Source: an optimization exercise on an open RTL-to-GDS flow (aim: small area, a short achievable clock period and few clock cycles per item). Production flows keep margins and buffers that such runs may drop. At most, simulation tests tie the RTL to the original design; equivalence was not proved.

==> inputs of build 60 <==
## dds_sine_sample_generator
module dds_sine_sample_generator (
    input  logic                  clk,
    input  logic                  rst_n,
    input  logic                  in_valid,
    output logic                  in_ready,
    input  logic                  restart,
    output logic                  out_valid,
    input  logic                  out_ready,
    output dds_pkg::code_t        sample,
    input  logic                  cfg_valid,
    output logic                  cfg_ready,
    input  logic [1:0]            cfg_index,
    input  logic [31:0]           cfg_data
);
    logic [31:0] phase_step_reg;
    logic [11:0] low_code_reg;
    logic [11:0] high_code_reg;
    logic [31:0] phase_acc_reg;
    logic [31:0] acc_sum;
    logic        in_ready_reg, in_busy_reg, in_fire;
    logic        v1_reg, v2_reg, v3_reg;
    logic        en1, en2, en3;
    logic [5:0]  neg1_reg, one1_reg, two1_reg;
    logic        top1_reg;
    logic [11:0] lo1_reg, span1_reg;
    logic [23:0] row2a_reg, row2b_reg;
    logic [23:0] x3_reg;
    logic [11:0] head_reg, tail_reg;
    logic        head_v_reg, tail_v_reg;
    logic [11:0] rom_val, sine_next, lo_next, span_next;
    logic [23:0] row_a, row_b;
    logic [23:0] x_sum;
    logic [11:0] res;
    logic        wr, rd;
    logic        v1_next, v2_next, v3_next, head_v_next, tail_v_next;
    assign cfg_ready = 1'b1;
    always_ff @(posedge clk or negedge rst_n)
    begin
        if (!rst_n)
        begin
            phase_step_reg <= '0;
            low_code_reg   <= '0;
            high_code_reg  <= 12'd4095;
        end
        else if (cfg_valid)
        begin
            case (cfg_index)
                2'd0: phase_step_reg <= cfg_data;
                2'd1: low_code_reg   <= cfg_data[11:0];
                2'd2: high_code_reg  <= cfg_data[11:0];
                default: ;
  ...
export LEC_CHECK = 0
export CAP_MARGIN = 20
export CORE_MARGIN = 2
export CORE_UTILIZATION = 40
export SLEW_MARGIN = 20
create_clock -name core_clock -period 11.0 [get_ports {clk}]
standard.sh (not shown) runs the stock make flow with config.mk's settings and CLKGATE_MAP_FILE= SYNTH_SCRIPT=/design/flow/synth_recipe.tcl, a recipe that flattens the netlist after the stock synthesis.
==> flow/flow/run.sh <==
#!/bin/bash
# Standard ORFS layout, with port buffers of a plain buffer cell and the
# setup repair aiming for margin below the clock period.
set -euo pipefail
bash standard.sh \
  "SETUP_SLACK_MARGIN=0" \
  "BUFFER_PORTS_ARGS=-buffer_cell sky130_fd_sc_hd__buf_2" \
  finish > standard_flow.log 2>&1
==> inputs of trial 87, as changes to build 60 <==
--- a/flow/flow/run.sh
+++ b/flow/flow/run.sh
@@ -5,3 +5,3 @@
 bash standard.sh \
-  "SETUP_SLACK_MARGIN=0" \
+  "SETUP_SLACK_MARGIN=7.9" \
   "BUFFER_PORTS_ARGS=-buffer_cell sky130_fd_sc_hd__buf_2" \
==> comparison table <==
	build 60	trial 87
Slowest-stage cell, CP	dfrtp_1	fa_1
Bufs and invs on worst path	2	4
Number of buffers other than clock buffers in the final layout	62	244
Worst Skew	25.2 ps	46.1 ps
Antenna violations before repair	1	0
Hold_sp	v1_reg$_DFF_PN0_	phase_acc_reg[23]$_DFFE_PN0P_
Biggest fanout along the worst timing path	25	5
Worst skew pair latency	550 ps	570 ps
Filler cell count in the final layout	4133	3816
Result of the run	timing/DRC/antenna clean	timing/DRC/antenna clean
Post-CTS Repair Setup Buffers	0	149
Number of clock buffers in the layout	41	34
Maximum achievable frequency	0.209 GHz	0.295 GHz
Testbench counts of build 60, summed over its fixed seeds: cycles 16,016, items 16,000.
Testbench counts of trial 87, summed over its fixed seeds: cycles 16,016, items 16,000.

---

==> v32 <==
dds_sine_sample_generator, a different RTL version from the one above (not shown whole).
==> flow/config.mk <==
export PLATFORM = sky130hd
export DESIGN_NAME = dds_sine_sample_generator
export DESIGN_NICKNAME = dds_sine_sample_generator
export VERILOG_FILES = /design/flow/design.v
export SDC_FILE = /design/flow/constraint.sdc
export NUM_CORES = 4
export LEC_CHECK = 0
export CAP_MARGIN = 20
export CORE_MARGIN = 2
export CORE_UTILIZATION = 40
export SLEW_MARGIN = 20
==> flow/constraint.sdc <==
create_clock -name core_clock -period 11.0 [get_ports {clk}]
set_input_delay 2.2000 -clock core_clock [delete_from_list [all_inputs] [get_ports {clk}]]
set_output_delay 2.2000 -clock core_clock [all_outputs]
set_load 0.01 [all_outputs]
==> flow/flow/run.sh <==
#!/bin/bash
# The standard layout (the standard.sh) with three changes to how it is
# made: port buffers use a plain buffer cell instead of the delay cell the
# resizer picks by default; setup repair aims at a margin below the clock
# period; and repair works on the worst path only (TNS_END_PERCENT).
set -euo pipefail
bash standard.sh \
  "SETUP_SLACK_MARGIN=7.8" \
  "TNS_END_PERCENT=0" \
  "BUFFER_PORTS_ARGS=-buffer_cell sky130_fd_sc_hd__buf_2" \
  finish > standard_flow.log 2>&1
==> inputs of v12, as changes to v32 <==
--- a/flow/design.v
+++ b/flow/design.v
@@ -35,18 +35,17 @@
     logic [31:0] acc_sum;
     logic        in_ready_reg, in_busy_reg, in_fire;
     logic        v1_reg, v2_reg, v3_reg;
     logic        en1, en2, en3;
     logic [5:0]  neg1_reg, one1_reg, two1_reg;
     logic        top1_reg;
     logic [11:0] lo1_reg, span1_reg;
     logic [23:0] row2a_reg, row2b_reg;
-    logic [11:0] xh3_reg;
-    logic        c3_reg;
+    logic [23:0] x3_reg;
     logic [11:0] head_reg, tail_reg;
     logic        head_v_reg, tail_v_reg;
     logic [11:0] rom_val, sine_next, lo_next, span_next;
     logic [23:0] row_a, row_b;
     logic [23:0] x_sum;
     logic [11:0] res;
     logic        wr, rd;
     logic        v1_next, v2_next, v3_next, head_v_next, tail_v_next;
@@ -981,47 +980,53 @@
     assign x_sum[16] = xs_p0_16^xs_G3_15;
     assign x_sum[17] = xs_p0_17^xs_G4_16;
     assign x_sum[18] = xs_p0_18^xs_G4_17;
     assign x_sum[19] = xs_p0_19^xs_G4_18;
     assign x_sum[20] = xs_p0_20^xs_G4_19;
     assign x_sum[21] = xs_p0_21^xs_G4_20;
     assign x_sum[22] = xs_p0_22^xs_G4_21;
     assign x_sum[23] = xs_p0_23^xs_G4_22;
+    always_ff @(posedge clk)
+    begin
+        if (en3)
+            x3_reg <= x_sum;
+    end
     logic        quo_c;
+    logic [11:0] x_hi_dec;
     logic [11:0] cc_unused;
     logic cc_g0_0, cc_p0_0, cc_g0_1, cc_p0_1, cc_g0_2, cc_p0_2, cc_g0_3, cc_p0_3, cc_g0_4, cc_p0_4, cc_g0_5, cc_p0_5, cc_g0_6, cc_p0_6, cc_g0_7, cc_p0_7;
     logic cc_g0_8, cc_p0_8, cc_g0_9, cc_p0_9, cc_g0_10, cc_p0_10, cc_g0_11, cc_p0_11, cc_gc, cc_G0_1, cc_P0_1, cc_G0_3, cc_P0_3, cc_G0_5, cc_P0_5, cc_G0_7;
     logic cc_P0_7, cc_G0_9, cc_P0_9, cc_G0_11, cc_P0_11, cc_G1_2, cc_P1_2, cc_G1_3, cc_P1_3, cc_G1_6, cc_P1_6, cc_G1_7, cc_P1_7, cc_G1_10, cc_P1_10, cc_G1_11;
     logic cc_P1_11, cc_G2_4, cc_P2_4, cc_G2_5, cc_P2_5, cc_G2_6, cc_P2_6, cc_G2_7, cc_P2_7, cc_G3_8, cc_P3_8, cc_G3_9, cc_P3_9, cc_G3_10, cc_P3_10, cc_G3_11;
     logic cc_P3_11;
-    assign cc_g0_0 = x_sum[0]&x_sum[12];
-    assign cc_p0_0 = x_sum[0]^x_sum[12];
-    assign cc_g0_1 = x_sum[1]&x_sum[13];
-    assign cc_p0_1 = x_sum[1]^x_sum[13];
-    assign cc_g0_2 = x_sum[2]&x_sum[14];
-    assign cc_p0_2 = x_sum[2]^x_sum[14];
-    assign cc_g0_3 = x_sum[3]&x_sum[15];
-    assign cc_p0_3 = x_sum[3]^x_sum[15];
-    assign cc_g0_4 = x_sum[4]&x_sum[16];
-    assign cc_p0_4 = x_sum[4]^x_sum[16];
-    assign cc_g0_5 = x_sum[5]&x_sum[17];
-    assign cc_p0_5 = x_sum[5]^x_sum[17];
-    assign cc_g0_6 = x_sum[6]&x_sum[18];
-    assign cc_p0_6 = x_sum[6]^x_sum[18];
-    assign cc_g0_7 = x_sum[7]&x_sum[19];
-    assign cc_p0_7 = x_sum[7]^x_sum[19];
-    assign cc_g0_8 = x_sum[8]&x_sum[20];
-    assign cc_p0_8 = x_sum[8]^x_sum[20];
-    assign cc_g0_9 = x_sum[9]&x_sum[21];
-    assign cc_p0_9 = x_sum[9]^x_sum[21];
-    assign cc_g0_10 = x_sum[10]&x_sum[22];
-    assign cc_p0_10 = x_sum[10]^x_sum[22];
-    assign cc_g0_11 = x_sum[11]&x_sum[23];
-    assign cc_p0_11 = x_sum[11]^x_sum[23];
+    assign cc_g0_0 = x3_reg[0]&x3_reg[12];
+    assign cc_p0_0 = x3_reg[0]^x3_reg[12];
+    assign cc_g0_1 = x3_reg[1]&x3_reg[13];
+    assign cc_p0_1 = x3_reg[1]^x3_reg[13];
+    assign cc_g0_2 = x3_reg[2]&x3_reg[14];
+    assign cc_p0_2 = x3_reg[2]^x3_reg[14];
+    assign cc_g0_3 = x3_reg[3]&x3_reg[15];
+    assign cc_p0_3 = x3_reg[3]^x3_reg[15];
+    assign cc_g0_4 = x3_reg[4]&x3_reg[16];
+    assign cc_p0_4 = x3_reg[4]^x3_reg[16];
+    assign cc_g0_5 = x3_reg[5]&x3_reg[17];
+    assign cc_p0_5 = x3_reg[5]^x3_reg[17];
+    assign cc_g0_6 = x3_reg[6]&x3_reg[18];
+    assign cc_p0_6 = x3_reg[6]^x3_reg[18];
+    assign cc_g0_7 = x3_reg[7]&x3_reg[19];
+    assign cc_p0_7 = x3_reg[7]^x3_reg[19];
+    assign cc_g0_8 = x3_reg[8]&x3_reg[20];
+    assign cc_p0_8 = x3_reg[8]^x3_reg[20];
+    assign cc_g0_9 = x3_reg[9]&x3_reg[21];
+    assign cc_p0_9 = x3_reg[9]^x3_reg[21];
+    assign cc_g0_10 = x3_reg[10]&x3_reg[22];
+    assign cc_p0_10 = x3_reg[10]^x3_reg[22];
+    assign cc_g0_11 = x3_reg[11]&x3_reg[23];
+    assign cc_p0_11 = x3_reg[11]^x3_reg[23];
     assign cc_gc = cc_g0_0|(cc_p0_0&1'b1);
     assign cc_G0_1 = cc_g0_1|(cc_p0_1&cc_gc);
     assign cc_P0_1 = cc_p0_1&cc_p0_0;
     assign cc_G0_3 = cc_g0_3|(cc_p0_3&cc_g0_2);
     assign cc_P0_3 = cc_p0_3&cc_p0_2;
     assign cc_G0_5 = cc_g0_5|(cc_p0_5&cc_g0_4);
     assign cc_P0_5 = cc_p0_5&cc_p0_4;
     assign cc_G0_7 = cc_g0_7|(cc_p0_7&cc_g0_6);
@@ -1066,25 +1071,18 @@
     assign cc_unused[5] = cc_p0_5^cc_G2_4;
     assign cc_unused[6] = cc_p0_6^cc_G2_5;
     assign cc_unused[7] = cc_p0_7^cc_G2_6;
     assign cc_unused[8] = cc_p0_8^cc_G2_7;
     assign cc_unused[9] = cc_p0_9^cc_G3_8;
     assign cc_unused[10] = cc_p0_10^cc_G3_9;
     assign cc_unused[11] = cc_p0_11^cc_G3_10;
     assign quo_c = cc_G3_11;
-    always_ff @(posedge clk)
-    begin
-        if (en3)
-        begin
-            xh3_reg <= x_sum[23:12];
-            c3_reg  <= quo_c;
-        end
-    end
-    assign res = c3_reg ? xh3_reg : xh3_reg - 12'd1;
+    assign x_hi_dec = x3_reg[23:12] - 12'd1;
+    assign res = quo_c ? x3_reg[23:12] : x_hi_dec;
     always_ff @(posedge clk)
     begin
         if (wr)
             tail_reg <= res;
         if (~head_v_reg | out_ready)
             head_reg <= tail_v_reg ? tail_reg : res;
     end
     assign out_valid = head_v_reg;
==> notes.md <==
quantity                                                                                v32                      v12
Result of the run                                                   complete, no violations  complete, no violations
Source-to-sink clock delay at the later pin of the worst-skew pair                  0.56 ns                  0.58 ns
Flop-to-flop setup slack                                                            7.25 ns                  7.57 ns
R2R cell count                                                                           14                        8
Sum of routed wire segments on met1                                                16200 um                 16800 um
Instance area after placement                                                     17700 um2                18200 um2
Non-clock buffer contribution to total cell area                                     0.0260                   0.0599
Count of inserted antenna diode cells                                                     1                        0
Final-stage net count                                                                  1928                     2033
Share of the clock period used by the worst path after layout                         0.341                    0.312
Biggest cell delay along the critical path                                          0.43 ns                  0.49 ns
Number of buffers inserted to repair setup after CTS                                     17                       93
Worst Hold Slack                                                                   0.486 ns                 0.485 ns
Testbench counts of v12, summed over its fixed seeds: cycles 16,016, items 16,000.
No functional check of the RTL was part of v32.

re-timing with driven ports:
How much do the figures lean on ideal ports? The routed layouts below were timed once more, with nothing changed but the port constraints.
Step 1 sets driving cells, clkbuf_16 on the clock port and buf_2 on the other inputs (assumed; they add their load-dependent delay and slew).
Step 2 times the ports against the registers' clock, not the clock port: input delays grow and output delays shrink by t, the midpoint of the rising clock arrivals with the driver on.
Slacks: no drivers / after step 1 / after step 2; pairs: no drivers / after step 1.
| run | t (ns) | setup WS [ns] | worst setup path after step 2 |
|---|---|---|---|
| build 60 | 0.580 | 6.227 / 6.227 / 6.227 | register to register |
| trial 87 | 0.595 | 7.614 / 7.614 / 7.310 | input to register |
| v32 | 0.601 | 7.253 / 7.253 / 6.883 | input to register |
| v12 | 0.593 | 7.571 / 7.571 / 7.286 | input to register |
After both steps every run listed still meets setup and hold. The setup slack of v32, which loses most, moves by 0.000 ns with the drivers and by -0.370 ns with both steps.
